What follows belongs to an exercise in optimizing a design on an open flow for small area, a short achievable clock period and few clock cycles; a production flow would make more cautious choices. The RTL was checked by simulation tests, not by an equivalence proof against the original design. No activity file was given, so power comes from the tool's default toggle rates.

<file path="design/flow/run.sh">
#!/bin/bash
# synth_recipe.tcl (not shown) runs the flow's synth.tcl, then flattens the netlist and writes it again
# the make line also repeats each setting of config.mk as NAME=value (left out here)
make -C /OpenROAD-flow-scripts/flow DESIGN_CONFIG=/design/flow/config.mk WORK_HOME=/design/flow/orfs CLKGATE_MAP_FILE= SYNTH_SCRIPT=/design/flow/synth_recipe.tcl finish
</file>
<file path="design/flow/config.mk">
export PLATFORM = sky130hd
export DESIGN_NAME = multilevel_priority_queue_top
export DESIGN_NICKNAME = multilevel_priority_queue_top
export VERILOG_FILES = /design/flow/design.v
export SDC_FILE = /design/flow/constraint.sdc
export NUM_CORES = 4
export LEC_CHECK = 0
export CAP_MARGIN = 20
export CORE_MARGIN = 2
export CORE_UTILIZATION = 40
export SLEW_MARGIN = 20
</file>
<file path="design/flow/constraint.sdc">
create_clock -name core_clock -period 10.0 [get_ports {i_clk}]
set_input_delay 2.0000 -clock core_clock [delete_from_list [all_inputs] [get_ports {i_clk}]]
set_output_delay 2.0000 -clock core_clock [all_outputs]
set_load 0.01 [all_outputs]
</file>
<file path="design/flow/design.v">
`timescale 1ns / 1ps
`default_nettype none
package mpq_pkg;
    localparam int LEVELS_DEF     = 16;
    localparam int CAPACITY_DEF   = 64;
    localparam int ELEM_WIDTH_DEF = 32;
    localparam int LEVEL_W  = 4;
    localparam int STATUS_W = 2;
    localparam logic [LEVEL_W-1:0] LOWEST_RESET = 4'd15;
    typedef enum logic [STATUS_W-1:0] {
        ST_OK        = 2'd0,
        ST_BAD_LEVEL = 2'd1,
        ST_FULL      = 2'd2,
        ST_EMPTY     = 2'd3
    } t_status;
    typedef enum logic [0:0] {
        OP_ENQ = 1'b0,
        OP_DEQ = 1'b1
    } t_op;
    typedef enum logic [3:0] {
        S_IDLE,
        S_ENQ0,
        S_ENQ1,
        S_DEQ0,
        S_DEQ1,
        S_DEQ2,
        S_SCAN,
        S_HEAD0,
        S_HEAD1,
        S_DONE
    } t_state;
endpackage
`default_nettype wire
`timescale 1ns / 1ps
`default_nettype none
module mpq_ram #(
    parameter int WIDTH = 8,
    parameter int DEPTH = 16
) (
    input  logic                     i_clk,
    input  logic                     i_we,
    input  logic [$clog2(DEPTH)-1:0] i_waddr,
    input  logic [WIDTH-1:0]         i_wdata,
    input  logic [$clog2(DEPTH)-1:0] i_raddr,
    output logic [WIDTH-1:0]         o_rdata
);
    logic [WIDTH-1:0] r_mem [DEPTH];
    logic [WIDTH-1:0] r_rdata;
    always_ff @(posedge i_clk) begin
        if (i_we) begin
            r_mem[i_waddr] <= i_wdata;
        end
        r_rdata <= r_mem[i_raddr];
    end
    assign o_rdata = r_rdata;
endmodule
`default_nettype wire
`timescale 1ns / 1ps
`default_nettype none
module multilevel_priority_queue_top #(
    parameter int LEVELS     = mpq_pkg::LEVELS_DEF,
    parameter int CAPACITY   = mpq_pkg::CAPACITY_DEF,
    parameter int ELEM_WIDTH = mpq_pkg::ELEM_WIDTH_DEF
) (
    input  logic                               i_clk,
    input  logic                               i_rst_n,
    input  logic                               i_cfg_we,
    input  logic [mpq_pkg::LEVEL_W-1:0]        i_cfg_data,
    input  logic                               i_in_valid,
    output logic                               o_in_stall,
    input  logic                               i_operation,
    input  logic [ELEM_WIDTH-1:0]              i_element,
    input  logic [mpq_pkg::LEVEL_W-1:0]        i_level,
    output logic                               o_out_valid,
    input  logic                               i_out_stall,
    output logic [mpq_pkg::STATUS_W-1:0]       o_status,
    output logic [ELEM_WIDTH-1:0]              o_removed_element,
    output logic [ELEM_WIDTH-1:0]              o_head_element,
    output logic [mpq_pkg::LEVEL_W-1:0]        o_head_level,
    output logic [$clog2(CAPACITY+1)-1:0]      o_count,
    output logic                               o_is_empty
);
    localparam int LW    = mpq_pkg::LEVEL_W;
    localparam int CNT_W = $clog2(CAPACITY+1);
    localparam int RES_W = mpq_pkg::STATUS_W + 2*ELEM_WIDTH + LW + CNT_W + 1;
    logic                  r_in_v;
    logic                  r_in_op;
    logic [ELEM_WIDTH-1:0] r_in_elem;
    logic [LW-1:0]         r_in_lvl;
    logic [ELEM_WIDTH-1:0] r_elem [CAPACITY];
    logic [LW-1:0]         r_lvl  [CAPACITY];
    logic [CNT_W-1:0]      r_count;
    logic [LW-1:0]         r_lowest;
    logic                  r_out_v, r_skid_v;
    logic [RES_W-1:0]      r_out, r_skid;
    logic                  exec, is_enq, is_deq, empty, full, bad, enq_ok, deq_ok;
    logic [CAPACITY-1:0]   occ, le;
    logic [CNT_W-1:0]      n_count;
    mpq_pkg::t_status      st;
    logic [ELEM_WIDTH-1:0] removed, head_elem;
    logic [LW-1:0]         head_lvl;
    logic [RES_W-1:0]      res;
    logic                  out_free;
    assign exec   = r_in_v && !r_skid_v;
    assign is_enq = (mpq_pkg::t_op'(r_in_op) == mpq_pkg::OP_ENQ);
    assign is_deq = !is_enq;
    assign empty  = (r_count == '0);
    assign full   = (r_count == CNT_W'(CAPACITY));
    assign bad    = (r_in_lvl > r_lowest);
    assign enq_ok = exec && is_enq && !bad && !full;
    assign deq_ok = exec && is_deq && !empty;
    always_comb begin
        for (int i = 0; i < CAPACITY; i++) begin
            occ[i] = (CNT_W'(i) < r_count);
            le[i]  = occ[i] && (r_lvl[i] <= r_in_lvl);
        end
    end
    always_comb begin
        if (is_enq) begin
            st = bad ? mpq_pkg::ST_BAD_LEVEL : (full ? mpq_pkg::ST_FULL : mpq_pkg::ST_OK);
        end else begin
            st = empty ? mpq_pkg::ST_EMPTY : mpq_pkg::ST_OK;
        end
        removed   = '0;
        n_count   = r_count;
        head_elem = r_elem[0];
        head_lvl  = r_lvl[0];
        if (is_enq) begin
            if (!bad && !full) begin
                n_count = r_count + 1'b1;
                if (empty || (r_in_lvl < r_lvl[0])) begin
                    head_elem = r_in_elem;
                    head_lvl  = r_in_lvl;
                end
            end
        end else if (!empty) begin
            removed   = r_elem[0];
            n_count   = r_count - 1'b1;
            head_elem = r_elem[1];
            head_lvl  = r_lvl[1];
        end
        if (n_count == '0) begin
            head_elem = '0;
            head_lvl  = '0;
        end
        res = {st, removed, head_elem, head_lvl, n_count, (n_count == '0)};
    end
    always_ff @(posedge i_clk) begin
        for (int i = 0; i < CAPACITY; i++) begin
            if (deq_ok) begin
                if (i < CAPACITY-1) begin
                    r_elem[i] <= r_elem[i+1];
                    r_lvl[i]  <= r_lvl[i+1];
                end
            end else if (enq_ok && !le[i]) begin
                if (i == 0 || le[(i == 0) ? 0 : i-1]) begin
                    r_elem[i] <= r_in_elem;
                    r_lvl[i]  <= r_in_lvl;
                end else begin
                    r_elem[i] <= r_elem[(i == 0) ? 0 : i-1];
                    r_lvl[i]  <= r_lvl[(i == 0) ? 0 : i-1];
                end
            end
        end
    end
    assign out_free = !r_out_v || !i_out_stall;
    always_ff @(posedge i_clk) begin
        if (!i_rst_n) begin
            r_in_v   <= 1'b0;
            r_count  <= '0;
            r_lowest <= mpq_pkg::LOWEST_RESET;
            r_out_v  <= 1'b0;
            r_skid_v <= 1'b0;
        end else begin
            if (!o_in_stall) begin
                r_in_v <= i_in_valid;
            end
            if (exec) begin
                r_count <= n_count;
            end
            if (i_cfg_we) begin
                r_lowest <= i_cfg_data;
            end
            if (out_free) begin
                r_out_v  <= r_skid_v || exec;
                r_skid_v <= 1'b0;
            end else if (exec) begin
                r_skid_v <= 1'b1;
            end
        end
    end
    always_ff @(posedge i_clk) begin
        if (!o_in_stall) begin
            r_in_op   <= i_operation;
            r_in_elem <= i_element;
            r_in_lvl  <= i_level;
        end
        if (out_free) begin
            r_out <= r_skid_v ? r_skid : res;
        end
        if (!out_free && exec) begin
            r_skid <= res;
        end
    end
    assign o_in_stall = r_in_v && r_skid_v;
    assign {o_status, o_removed_element, o_head_element, o_head_level, o_count, o_is_empty} = r_out;
    assign o_out_valid = r_out_v;
endmodule
`default_nettype wire
</file>
==> run notes <==
==> where the power goes <==
part | leakage (nW) | internal, mW | switching, mW | total, mW
logic | 37.1 | 1.50 | 2.52 | 4.02
clock network | 4.31 | 5.68 | 4.48 | 10.2
registers | 23.3 | 12.8 | 0.616 | 13.5
==> state kept, by name, indices dropped and copies added (netlist names) <==
name       flops
r_lvl        256
r_elem      2048
r_skid_v       1
r_in_lvl       4
r_count        7
r_lowest       4
r_in_v         1
r_in_op        1
r_skid        78
r_out_v        1
r_out         78
r_in_elem     32
==> worst paths after layout <==
check | startpoint | to | slack (ns) | cells past startpoint
setup reg to reg | r_count[1]$_SDFFE_PN0P_ | r_elem[44][23]$_DFFE_PP_ | 4.40 | 10
hold reg to reg | r_skid[8]$_DFFE_PP_ | r_out[8]$_DFFE_PP_ | 0.52 | 2
hold / removal | r_skid[8]$_DFFE_PP_ | r_out[8]$_DFFE_PP_ | 0.52 | 2
setup / recovery | r_count[1]$_SDFFE_PN0P_ | r_elem[44][23]$_DFFE_PP_ | 4.40 | 10
==> through the flow <==
stage,setup WS (ns),power [mW],hold slack (ns)
3_5_place_dp,4.567,17.65,0.5118
3_3_place_gp,4.685,17.52,0.4963
6_report,4.398,27.64,0.5246
2_1_floorplan,2.229,16.11,0.4459
5_1_grt,4.147,28.62,0.5419
4_1_cts,4.554,27.76,0.5265
==> critical path: stages, from the launching register on <==
cell and delay, ns:
dfxtp_1 0.53, inv_1 0.25, ha_1 0.27, nor2b_1 0.36
a21oi_4 0.13, buf_4 0.30, nand2_4 0.65, buf_4 0.72
buf_12 0.60, buf_12 0.75, a21oi_1 0.17
==> final cells by class <==
cell class | count | area [um2] | area share (%)
sequential | 2511 | 75270 | 51.47
clock buffer | 364 | 7641 | 5.225
tap | 4366 | 5463 | 3.735
inverter | 81 | 307.8 | 0.2105
timing repair buffer | 374 | 3303 | 2.259
clock inverter | 147 | 1160 | 0.7931
multi-input combinational | 8097 | 53090 | 36.30
antenna | 4 | 10.01 | 0.006844
==> routing by layer <==
layer	global-route usage [%]	vias up	routed length, um	part of all wire, %
met4	7.998	0	14330	3.7
met5	0	-	0	0
li1	-	42050	-	-
met3	3.800	663	28050	7.2
met1	30.37	47060	165700	43
met2	36.32	3225	181300	47
==> cell usage after synthesis, types with 5 or more instances <==
master | number | share of area [%]
o221ai_1 | 8 | 0.053
edfxtp_1 | 2497 | 57
a21oi_1 | 2276 | 8.6
mux2i_1 | 2232 | 17
mux2_2 | 144 | 1.2
clkbuf_1 | 779 | 2.2
and4_1 | 30 | 0.20
nor2_1 | 2315 | 6.6
o21ai_0 | 168 | 0.64
ha_1 | 264 | 2.5
o21a_1 | 63 | 0.36
and3_1 | 5 | 0.024
inv_1 | 81 | 0.23
buf_2 | 240 | 0.91
and2_1 | 36 | 0.17
o31ai_1 | 17 | 0.096
nor2b_1 | 71 | 0.34
nand2b_1 | 35 | 0.17
nand4_1 | 33 | 0.16
buf_6 | 5 | 0.043
nand3_1 | 38 | 0.14
nor3_1 | 7 | 0.026
dfxtp_1 | 14 | 0.21
o21ai_1 | 5 | 0.019
nand2_1 | 274 | 0.78
o211ai_1 | 8 | 0.045
buf_1 | 55 | 0.16
o31ai_2 | 23 | 0.22
==> logic make-up after synthesis <==
kind of cell	after synthesis	share of synthesized area, %
simple gates	2859	8.672
compound gates	2596	10.22
flops	2511	56.91
mux	2376	18.12
buf+inv	1163	3.565
fa+ha+maj	264	2.498
xor+xnor	2	0.01325
==> qor.yml <==
outcome: "complete, no violations"
syn-cell-area_um2: 132200
grt_setup_unrepaired: "false"
setup_violations: 0
place_inst: 15430
cts_buffer_depth: 4
cts_sinks: 2511
dp_hpwl_mm: 252.1
startpoint_type: "flop"
io_buffers: 125
core_um2: 329700
layout_common_cells: "2497 x edfxtp_1, 2312 x nor2_1, 2274 x a21oi_1"
crit_fanout: 248
placed_area_um2: 137400
place_congestion: 0.8897
via_count: 93000
wl_mm: 389.4
initial_utilization_pct: 40.11
die_y_um: 579
die_w_um: 579
drv_cap: 0
clkTransAtPathRegs_ns: 0.06
synth.yosys.seq_area_share_pct: 56.91
grt_pass1_vias: 93880
finalSetupTns_ns: 0
path_class: "flop to flop"
overflow: 0
io_pins: 126
drt-vias-per-instance: 5.833
ir_worst_vdd_mv: 0.1492
synth_edf_count: 2497
ant_nets: 0
synthesis.nets: 12080
antenna_found_initial: 18
synth_warnings: 3
fin_crit_sh_pct: 56.02
hold_path.class: "flop to flop"
wl_per_cell_um: 24.42
post_cts_buffers: 0
max_slew_margin_pct: 19.85
end_kind: "flop"
syn2layout_area_growth_pct: 10.58
drt-initial-drc-count: 9753
fin_crit_ns: 5.602
synth.avg_cell_area_um2: 11.24
worstMarginPinSlew_ns: 1.202
nets: 11670
grt_max_degree: 272
cts_tree: "yes"
ys_seq_elements: 2511
ys_types: 58
postCtsHoldBufs: 0
rows: 211
final_common_cell: "edfxtp_1"
clock_skew_ns: 0.09308
ys.flop_type: "edfxtp_1"
root_buffer: "clkbuf_16"
stdcell_count: 15940
design_area_um2: 146200
drive_gt1_share_pct: 7.655
worst_ep_arrival_time_ns: 6.19
dieArea_um2: 335200
track_usage_pct: 22.46
synth_cells: 11770
p_leak_nw: 64.67
htree_levels: 5
first_pass_iters: 6
clock.fmax_ghz: 0.1785
post-route-util_pct: 44.35
cts_made_buffers: 292
grt_pass1_wl_mm: 584.7
drc_errors: 0
nFillCells: 30300
clk_latency_ns: 0.94
hold_violations: 0
post_cts_resize_count: 0
synthArstFlopShare_pct: 0
crit_required_ns: 10.59
slew_violations: 0
powerDensity_nw_per_um2: 189.0
Testbench counts, summed over its fixed seeds: cycles 12,016.

[what the ideal ports hide]
The flow's constraints put no driver on any port. The routed layout listed below was extracted and timed again, unchanged, in two steps.
Step 1 assumes that a clkbuf_16 drives the clock port and a buf_2 every other input.
Step 2 moves the port delays by t, midway between the first and last clock arrival at a register: inputs arrive t later, outputs are due t later. That takes back most of the time a late clock gives input paths.
a / b / c = ideal ports / drivers / drivers and shift; a / b = the first two.
t (ns): 1.004
slack for setup (ns): 4.398 / 4.398 / 4.398
hold WS [ns]: 0.525 / 0.525 / 0.525
worst slew at a driven data input, ns: 0.14
After both steps setup and hold are still met in this run. For this run, drivers alone change the setup slack by 0.000 ns; drivers and shift together by 0.000 ns.
